Background: an optimization exercise with open tools, aiming at small area, a short achievable clock period and few clock cycles per item. Do not read the settings as production practice. In this exercise RTL edits were held to simulation tests only and were not proved equivalent to the original. No activity file was given, so power comes from the tool's default toggle rates.

Setup of build 21:
## matrix_op_engine
module matrix_op_engine #(
  parameter int DW      = 32,
  parameter int AW      = 8,
  parameter int MAX_DIM = 5,
  parameter int A_BASE  = 0,
  parameter int B_BASE  = 32,
  parameter int C_BASE  = 64
) (
  input  logic                clk,
  input  logic                rst_n,
  input  logic                start,
  input  logic [2:0]          op,
  input  logic [DW-1:0]       scalar,
  output logic                busy,
  output logic                done,
  output logic                err,
  output logic [31:0]         cycle_cnt,
  output logic                mem_we,
  output logic [AW-1:0]       mem_addr,
  output logic [DW-1:0]       mem_wdata,
  input  logic [DW-1:0]       mem_rdata
);
  localparam logic [2:0] OP_TRANS  = 3'd0;
  localparam logic [2:0] OP_ADD    = 3'd1;
  localparam logic [2:0] OP_SCALAR = 3'd2;
  localparam logic [2:0] OP_MULT   = 3'd3;
  localparam logic [2:0] OP_CONV   = 3'd4;
  localparam int CW = 9;    
  logic          busy_q, done_q, err_q, fin_q;
  logic          is_tr_q, is_add_q, is_sc_q, is_mu_q, is_cv_q;    
  logic [CW-1:0] run_q, cnt_q;
  logic          mem_we_q;
  logic [AW-1:0] mem_addr_q;
  logic [1:0]    hreq_q;           
  logic          hdr_v_q;          
  logic [1:0]    hdr_k_q;          
  logic [2:0]    am_q, an_q, bm_q, bn_q;
  logic          amok_q, aok_q, pok_q, legal_q;   
  ...
For scale: roughly 2,900 cells after synthesis, ~150 I/O pins, roughly 27,000 um^2 of cells after synthesis.
export LEC_CHECK = 0
export CAP_MARGIN = 20
export CORE_MARGIN = 2
export CORE_UTILIZATION = 60
export SETUP_SLACK_MARGIN = 5
export SLEW_MARGIN = 20
create_clock -name core_clock -period 10.0 [get_ports {clk}]
standard.sh (not shown) runs the stock make flow with config.mk's settings and CLKGATE_MAP_FILE= SYNTH_SCRIPT=/design/flow/synth_recipe.tcl, a recipe that flattens the netlist after the stock synthesis.
==> flow/flow/run.sh <==
#!/bin/bash
bash standard.sh SETUP_SLACK_MARGIN=6.0 "BUFFER_PORTS_ARGS=-buffer_cell sky130_fd_sc_hd__buf_2" \
  "CTS_ARGS=-sink_clustering_enable -repair_clock_nets -dont_use_dummy_load -buf_list sky130_fd_sc_hd__clkbuf_8 -sink_clustering_size 16 -sink_clustering_max_diameter 100" \
  finish > standard.log 2>&1
Build 21: PASS, flow complete, no timing, DRC or antenna violations
Testbench counts of build 21, summed over its fixed seeds: cycles 17,889, ops 480.
The following lists how build 42 was set up differently from build 21:
diff --git a/flow/config.mk b/flow/config.mk
--- a/flow/config.mk
+++ b/flow/config.mk
@@ -10 +10 @@
-export CORE_UTILIZATION = 60
+export CORE_UTILIZATION = 65
Notes after the runs:
Build 42 vs build 21, utilization after layout went up by 5.0 points.
Going from build 21 to build 42, post-cts resize count grew by more than half.
Comparing upper clock frequency limit for build 21 and build 42, the bigger number came from build 21.
Comparing build 21 and build 42, the higher worst voltage drop across the vdd grid was measured on build 21.
The register area on build 42 is in line with that on build 21.
> inputs changed (build 42 -> build 43)
diff --git a/flow/flow/run.sh b/flow/flow/run.sh
--- a/flow/flow/run.sh
+++ b/flow/flow/run.sh
@@ -2 +2 @@
-bash standard.sh SETUP_SLACK_MARGIN=6.0 "BUFFER_PORTS_ARGS=-buffer_cell sky130_fd_sc_hd__buf_2" \
+bash standard.sh SETUP_SLACK_MARGIN=6.0 "BUFFER_PORTS_ARGS=-buffer_cell sky130_fd_sc_hd__buf_1" \
diff --git a/flow/config.mk b/flow/config.mk
--- a/flow/config.mk
+++ b/flow/config.mk
@@ -10 +10 @@
-export CORE_UTILIZATION = 65
+export CORE_UTILIZATION = 70
### Flow results
Both conditions hold for build 43: the flow ran to the end and the final layout passed the timing, DRC and antenna checks. Higher count of plain and timing-repair buffers goes to build 43 over build 42. In terms of power, build 42 and build 43 differ only marginally. A capturing instance or port of the critical path of c_q[18] is what build 42 shows, while c_q[31] belongs to build 43. From build 43 to build 42, compound-cell area share of the yosys netlist did not move at all. [compare] base=build 42 new=build 43: critical path depth now larger, relative area of clock buffers and inverters in the final design comparable, post-layout utilization of the core now larger. The fraction of cell area in non-clock buffers in build 43 sits 0.20 points below the value recorded for build 42.

* * *

Another version of the RTL of matrix_op_engine (not shown whole).
Size in the first run: ~330 flip-flops, about 27000 sq um of cells after synthesis.
Design matrix_op_engine, start of the top module:
module matrix_op_engine #(
  parameter int DW      = 32,
  parameter int AW      = 8,
  parameter int MAX_DIM = 5,
  parameter int A_BASE  = 0,
  parameter int B_BASE  = 32,
  parameter int C_BASE  = 64
) (
  input  logic                clk,
  input  logic                rst_n,
  input  logic                start,
  input  logic [2:0]          op,
  input  logic [DW-1:0]       scalar,
  output logic                busy,
  output logic                done,
  output logic                err,
  output logic [31:0]         cycle_cnt,
  output logic                mem_we,
  output logic [AW-1:0]       mem_addr,
  output logic [DW-1:0]       mem_wdata,
  input  logic [DW-1:0]       mem_rdata
);
export LEC_CHECK = 0
export CAP_MARGIN = 20
export CORE_MARGIN = 2
export CORE_UTILIZATION = 40
export SETUP_SLACK_MARGIN = 5
export SLEW_MARGIN = 20
create_clock -name core_clock -period 10.0 [get_ports {clk}]
==> flow/flow/run.sh <==
#!/bin/bash
bash standard.sh SETUP_SLACK_MARGIN=6.0 finish > standard.log 2>&1
Testbench counts at the start, summed over its fixed seeds: cycles 18,075, ops 480.
==> next run, changes <==
==> flow/flow/run.sh (replaced) <==
#!/bin/bash
bash standard.sh SETUP_SLACK_MARGIN=6.0 "BUFFER_PORTS_ARGS=-buffer_cell sky130_fd_sc_hd__buf_2" \
  "CTS_ARGS=-sink_clustering_enable -repair_clock_nets -dont_use_dummy_load -buf_list sky130_fd_sc_hd__clkbuf_8 -sink_clustering_size 16 -sink_clustering_max_diameter 100" \
  finish > standard.log 2>&1
Settings changed: CAP_MARGIN 20 to 5, CORE_UTILIZATION 40 to 65, SLEW_MARGIN 20 to 5.
What happened: The changed run went through all stages and came out clean. Wire length shrinks by 7.8%. Utilization goes up by 24 points. Count of clock-buffer cells in the layout goes down by 21.
==> next run, changes <==
==> flow/flow/run.sh (replaced) <==
#!/bin/bash
bash standard.sh SETUP_SLACK_MARGIN=7.0 "BUFFER_PORTS_ARGS=-buffer_cell sky130_fd_sc_hd__buf_2" finish > standard.log 2>&1
Settings changed: CAP_MARGIN 5 to 20, SLEW_MARGIN 5 to 20.
Outcome: Worst setup slack improved by 66 ps. Register-to-register slack improved by 70 ps. Non-clock buffer count increases by 118. Clock skew decreases by 33 ps.
==> next run, changes <==
==> flow/flow/run.sh (replaced) <==
#!/bin/bash
bash standard.sh SETUP_SLACK_MARGIN=6.0 "BUFFER_PORTS_ARGS=-buffer_cell sky130_fd_sc_hd__buf_1" \
  "CTS_ARGS=-sink_clustering_enable -repair_clock_nets -dont_use_dummy_load -buf_list sky130_fd_sc_hd__clkbuf_8 -sink_clustering_size 16 -sink_clustering_max_diameter 100" \
  finish > standard.log 2>&1
Settings changed: CORE_UTILIZATION 65 to 80.
=> The changed run finished with timing, DRC and antenna clean; final cell count falls by a few percent; clock skew climbs by 48 ps; fmax is lower by roughly a tenth; register-to-register slack got worse by 380 ps; worst setup slack loses 380 ps; via count climbs by a few percent; power is lower by about a fifth; worst hold slack gains 11 ps; area after synthesis does not change; global-route usage goes up by 7.3 points.
==> next run, changes <==
==> flow/flow/run.sh (replaced) <==
#!/bin/bash
bash standard.sh SETUP_SLACK_MARGIN=6.0 "BUFFER_PORTS_ARGS=-buffer_cell sky130_fd_sc_hd__buf_2" \
  "CTS_ARGS=-sink_clustering_enable -repair_clock_nets -dont_use_dummy_load -buf_list sky130_fd_sc_hd__clkbuf_8 -sink_clustering_size 16 -sink_clustering_max_diameter 100" \
  finish > standard.log 2>&1
Settings changed: CORE_UTILIZATION 80 to 65.
The changed run finished with timing, DRC and antenna clean.
Area after synthesis is unchanged.
Clock-buffer cell count does not change.
Cell area came out higher by 0.37%.
Total power fell by about 2.3%.

* * *

== run 1 ==
matrix_op_engine again, from the RTL that the note above started with.
==> flow/config.mk <==
export PLATFORM = sky130hd
export DESIGN_NAME = matrix_op_engine
export DESIGN_NICKNAME = matrix_op_engine
export VERILOG_FILES = /design/flow/design.v
export SDC_FILE = /design/flow/constraint.sdc
export NUM_CORES = 4
export LEC_CHECK = 0
export CAP_MARGIN = 20
export CORE_MARGIN = 2
export CORE_UTILIZATION = 65
export SETUP_SLACK_MARGIN = 5
export SLEW_MARGIN = 20
==> flow/constraint.sdc <==
create_clock -name core_clock -period 10.0 [get_ports {clk}]
set_input_delay 2.0000 -clock core_clock [delete_from_list [all_inputs] [get_ports {clk}]]
set_output_delay 2.0000 -clock core_clock [all_outputs]
set_load 0.01 [all_outputs]
==> flow/flow/run.sh <==
#!/bin/bash
bash standard.sh SETUP_SLACK_MARGIN=5.75 "BUFFER_PORTS_ARGS=-buffer_cell sky130_fd_sc_hd__buf_2" \
  "CTS_ARGS=-sink_clustering_enable -repair_clock_nets -dont_use_dummy_load -buf_list sky130_fd_sc_hd__clkbuf_8 -sink_clustering_size 16 -sink_clustering_max_diameter 100" \
  finish > standard.log 2>&1
Testbench counts of run 1, summed over its fixed seeds: cycles 18,075, ops 480.
Modified inputs, run 2 compared to run 1
==> flow/flow/run.sh <==
#!/bin/bash
# Standard layout (the standard.sh), with:
# - synthesis by flow/synth_noabc.tcl: synth_recipe.tcl without Yosys's generic ABC pass;
# - plain buffers (not delay cells) on the ports;
# - a clock tree of fewer, smaller buffers without dummy loads.
# Full tool output goes to standard.log.
here=$(cd "$(dirname "$0")" && pwd)
bash standard.sh "SYNTH_SCRIPT=$here/synth_noabc.tcl" SETUP_SLACK_MARGIN=6.0 \
  "BUFFER_PORTS_ARGS=-buffer_cell sky130_fd_sc_hd__buf_2" \
  "CTS_ARGS=-sink_clustering_enable -repair_clock_nets -dont_use_dummy_load -buf_list sky130_fd_sc_hd__clkbuf_8 -sink_clustering_size 16 -sink_clustering_max_diameter 100" \
  finish > standard.log 2>&1
==> flow/flow/synth_noabc.tcl (new file) <==
# The standard flow's synthesis script (synth_recipe.tcl) with one change: Yosys's synth runs without its
# internal generic ABC pass, so that the full adders written in the RTL are extracted as
# they are written (the final technology mapping with ABC still runs in synth.tcl).
proc synth {args} { yosys synth -nofsm -noshare -noabc {*}$args }
source $::env(SCRIPTS_DIR)/synth.tcl
# left out here: clear keep_hierarchy, flatten, clean up, hide names made inside functions, write 1_2_yosys.v
Findings:
- Delay of the slowest critical-path stage up 0.02 ns in run 2 wrt run 1
- Compared to run 1, run 2 has detailed-router iteration count before antenna repair 1 lower.
- Mux contribution to synthesized area for run 2 is lower than for run 1.
- Relative to run 1, the first-pass GRT wire length measured on run 2 has decreased slightly.
- Multi-input gate area in the final layout went up by a few percent going from run 1 to run 2.
- Compared to run 1, run 2 has end-of-flow core utilization 0.64 points higher.
- In run 2, the setup slack came out 0.17 ns above the value in run 1.
- Flip-flop and latch power in run 2 is about 7% lower than in run 1
- Note that the number of DRC markers after the initial detailed-route iteration recorded for run 1 amounts to 1.13 times the value seen in run 2.
- Worst vdd rail ir drop | run 2 above run 1
- Against run 1, synthesized area in run 2 came out better.
--- input diff run 2..run 3 ---
==> flow/flow/run.sh <==
#!/bin/bash
bash standard.sh SETUP_SLACK_MARGIN=6.0 "BUFFER_PORTS_ARGS=-buffer_cell sky130_fd_sc_hd__buf_2" finish > standard.log 2>&1
removed: flow/flow/synth_noabc.tcl
### Flow results
- Going from run 2 to run 3, the critical path required time was found to have gone down by 0.12 ns.
- Run 3 ends up with a post-route worst hold slack that is 0.014 ns lower than in run 2.
- Compared with run 2, run 3 shows a lower final critical path time including I/O delays and setup.
- Compared to run 2, run 3 has share of synthesized cell area in and, or, nand and nor gates 3.1 points lower.
- Length of routed met2 wiring for run 3 is higher than for run 2.
- Delta (run 3 minus run 2): slew at the pin closest to its max-slew limit rose by 0.058 ns; sequential element share of the synthesized area fell by 0.30 points.
- Area after synthesis: higher on run 3
- Wire length of the first global-routing pass, run 3 vs run 2: up by a few percent
- Cmp run 2 and run 3 / weighted congestion at the end of routability-driven global placement / higher: run 3
- Destination of the critical timing path: c_q[26] -> run 3, c_q[31] -> run 2
diff inputs: run 3 => run 4
==> flow/flow/run.sh <==
#!/bin/bash
bash standard.sh SETUP_SLACK_MARGIN=6.0 "BUFFER_PORTS_ARGS=-buffer_cell sky130_fd_sc_hd__buf_2" \
  "CTS_ARGS=-sink_clustering_enable -repair_clock_nets -dont_use_dummy_load -buf_list sky130_fd_sc_hd__clkbuf_16 -sink_clustering_size 30 -sink_clustering_max_diameter 150" \
  finish > standard.log 2>&1
--- outcome ---
- Run 4: all stages complete, timing, DRC and antenna checks passed
- Diff run 4 and run 3: clock skew higher in run 4
- Run 3 has a lower number of filler instances in the final layout than run 4.
- Changes observed in run 4 relative to run 3: met2 usage in global routing went down by 0.66 points; clock network power share decreased 9.1 points; design area went down.
- The lower combinational power share came out of run 3.
- Changes observed in run 4 relative to run 3: clock power down about 50%, sequential share of layout area went up 0.81 points.
Inputs modified between run 4 and run 5:
==> flow/flow/run.sh <==
#!/bin/bash
bash standard.sh SETUP_SLACK_MARGIN=6.5 "BUFFER_PORTS_ARGS=-buffer_cell sky130_fd_sc_hd__buf_2" finish > standard.log 2>&1
Results
The post-layout utilization of the core in run 5 was higher than what run 4 gave.
| via count of the first global-routing pass | lower: run 4 |
Between run 4 and run 5, the flow reports total power divided by cell area increasing by more than 10%.
Lower maximum number of pins on one net before global-route repair was reported by run 5, not run 4.
Depth of the most critical reg-to-reg path: run 5 vs run 4 up 1
Of run 5 and run 4, the run reporting the higher area overhead of the layout relative to synthesis was run 5.
Run 5 against run 4: switching part of the total decreased by 2.8 points relative to the old numbers, static power due to leakage now larger, total chip power now sits higher.

* * *

matrix_op_engine again, from the RTL that the note above started with.
Design matrix_op_engine, start of the top module:
module matrix_op_engine #(
  parameter int DW      = 32,
  parameter int AW      = 8,
  parameter int MAX_DIM = 5,
  parameter int A_BASE  = 0,
  parameter int B_BASE  = 32,
  parameter int C_BASE  = 64
) (
  input  logic                clk,
  input  logic                rst_n,
  input  logic                start,
  input  logic [2:0]          op,
  input  logic [DW-1:0]       scalar,
  output logic                busy,
  output logic                done,
  output logic                err,
  output logic [31:0]         cycle_cnt,
  output logic                mem_we,
  output logic [AW-1:0]       mem_addr,
  output logic [DW-1:0]       mem_wdata,
  input  logic [DW-1:0]       mem_rdata
);
  localparam logic [2:0] OP_TRANS  = 3'd0;
  localparam logic [2:0] OP_ADD    = 3'd1;
  localparam logic [2:0] OP_SCALAR = 3'd2;
  localparam logic [2:0] OP_MULT   = 3'd3;
  localparam logic [2:0] OP_CONV   = 3'd4;
  localparam int CW = 9;    
  logic          busy_q, done_q, err_q, fin_q;
  logic          is_tr_q, is_add_q, is_sc_q, is_mu_q, is_cv_q;    
  logic [CW-1:0] run_q, cnt_q;
  logic          mem_we_q;
  logic [AW-1:0] mem_addr_q;
  logic [1:0]    hreq_q;           
  logic          hdr_v_q;          
  logic [1:0]    hdr_k_q;          
  logic [2:0]    am_q, an_q, bm_q, bn_q;
  logic          amok_q, aok_q, pok_q, legal_q;   
  logic          known_q;          
  logic [4:0]    e_q;              
  logic [2:0]    i_q, j_q, u_q, v_q;   
  logic [2:0]    ar_q, ac_q;       
  logic          h_q;              
  logic          adv_q;            
  logic          rdone_q;          
  ...
export LEC_CHECK = 0
export CAP_MARGIN = 20
export CORE_MARGIN = 2
export CORE_UTILIZATION = 65
export SETUP_SLACK_MARGIN = 5
export SLEW_MARGIN = 20
create_clock -name core_clock -period 10.0 [get_ports {clk}]
==> flow/flow/run.sh <==
#!/bin/bash
bash standard.sh SETUP_SLACK_MARGIN=6.25 "BUFFER_PORTS_ARGS=-buffer_cell sky130_fd_sc_hd__buf_2" \
  "CTS_ARGS=-sink_clustering_enable -repair_clock_nets -dont_use_dummy_load -buf_list sky130_fd_sc_hd__clkbuf_8 -sink_clustering_size 16 -sink_clustering_max_diameter 100" \
  finish > standard.log 2>&1
The first run finished with timing, DRC and antenna clean.
Testbench counts at the start, summed over its fixed seeds: cycles 18,075, ops 480.
==> next run, changes <==
--- a/flow/flow/run.sh
+++ b/flow/flow/run.sh
@@ -2 +2 @@
-bash standard.sh SETUP_SLACK_MARGIN=6.25 "BUFFER_PORTS_ARGS=-buffer_cell sky130_fd_sc_hd__buf_2" \
+bash standard.sh SETUP_SLACK_MARGIN=6.0 "BUFFER_PORTS_ARGS=-buffer_cell sky130_fd_sc_hd__buf_2" \
Settings changed: PLACE_DENSITY set to 0.75.
The changed run passed the timing, DRC and antenna checks; setup slack got worse by 63 ps; synthesized area does not change; total power shrinks by 2.9%; design area shrinks by 1.6%; wire length shrinks by 2.4%; register-to-register slack got worse by 60 ps; cell count shrinks by 0.41%; flip-flop and latch count stays the same; global-route usage shrinks by 0.75 points.

## what the ideal ports hide
How much do the figures lean on ideal ports? The routed layouts below were timed once more, with nothing changed but the port constraints. Step 1, drivers: a clkbuf_16 drives clk and a buf_2 each remaining input, both assumed. Step 2, shift: input delay + t, output delay - t, t = (earliest + latest rising clock arrival at the registers) / 2. This alone moves slack from input paths to output paths. a / b / c = ideal / step 1 / step 2; a / b = the first two.
run | shift t [ns] | slack for setup (ns) | worst setup path after step 2 | latest minus earliest clock arrival (ns) | pins driven straight from the clock port
build 21 | 0.672 | 6.075 / 6.075 / 6.075 | register to register | 0.096 / 0.095 | 1
build 42 | 0.653 | 6.051 / 6.051 / 6.051 | register to register | 0.096 / 0.097 | 1
build 43 | 0.675 | 6.045 / 6.045 / 5.866 | input to register | 0.076 / 0.076 | 1
the first run of note 2 | 0.633 | 6.099 / 6.099 / 5.598 | input to register | 0.027 / 0.027 | 1
the second run of note 2 | 0.684 | 6.078 / 6.078 / 5.897 | input to register | 0.064 / 0.064 | 1
the third run of note 2 | 0.625 | 6.143 / 6.143 / 6.143 | register to register | 0.032 / 0.031 | 1
the fourth run of note 2 | 0.664 | 5.761 / 5.761 / 5.761 | register to register | 0.080 / 0.080 | 1
the fifth run of note 2 | 0.685 | 6.086 / 6.086 / 5.922 | input to register | 0.052 / 0.052 | 1
run 1 | 0.700 | 5.889 / 5.889 / 5.889 | register to register | 0.087 / 0.088 | 1
run 2 | 0.673 | 6.056 / 6.056 / 6.056 | register to register | 0.060 / 0.060 | 1
run 3 | 0.625 | 6.063 / 6.063 / 5.927 | input to register | 0.030 / 0.031 | 1
run 4 | 0.585 | 6.077 / 6.077 / 5.977 | input to register | 0.060 / 0.060 | 1
run 5 | 0.641 | 6.129 / 6.129 / 6.129 | register to register | 0.017 / 0.017 | 1
the first run of note 4 | 0.684 | 6.101 / 6.101 / 6.101 | register to register | 0.065 / 0.065 | 1
the second run of note 4 | 0.694 | 6.039 / 6.039 / 6.039 | register to register | 0.079 / 0.079 | 1
After both steps setup and hold are still met in every run listed. The setup slack of the first run of note 2, which loses most, moves by 0.000 ns with the drivers and by -0.501 ns with both steps.
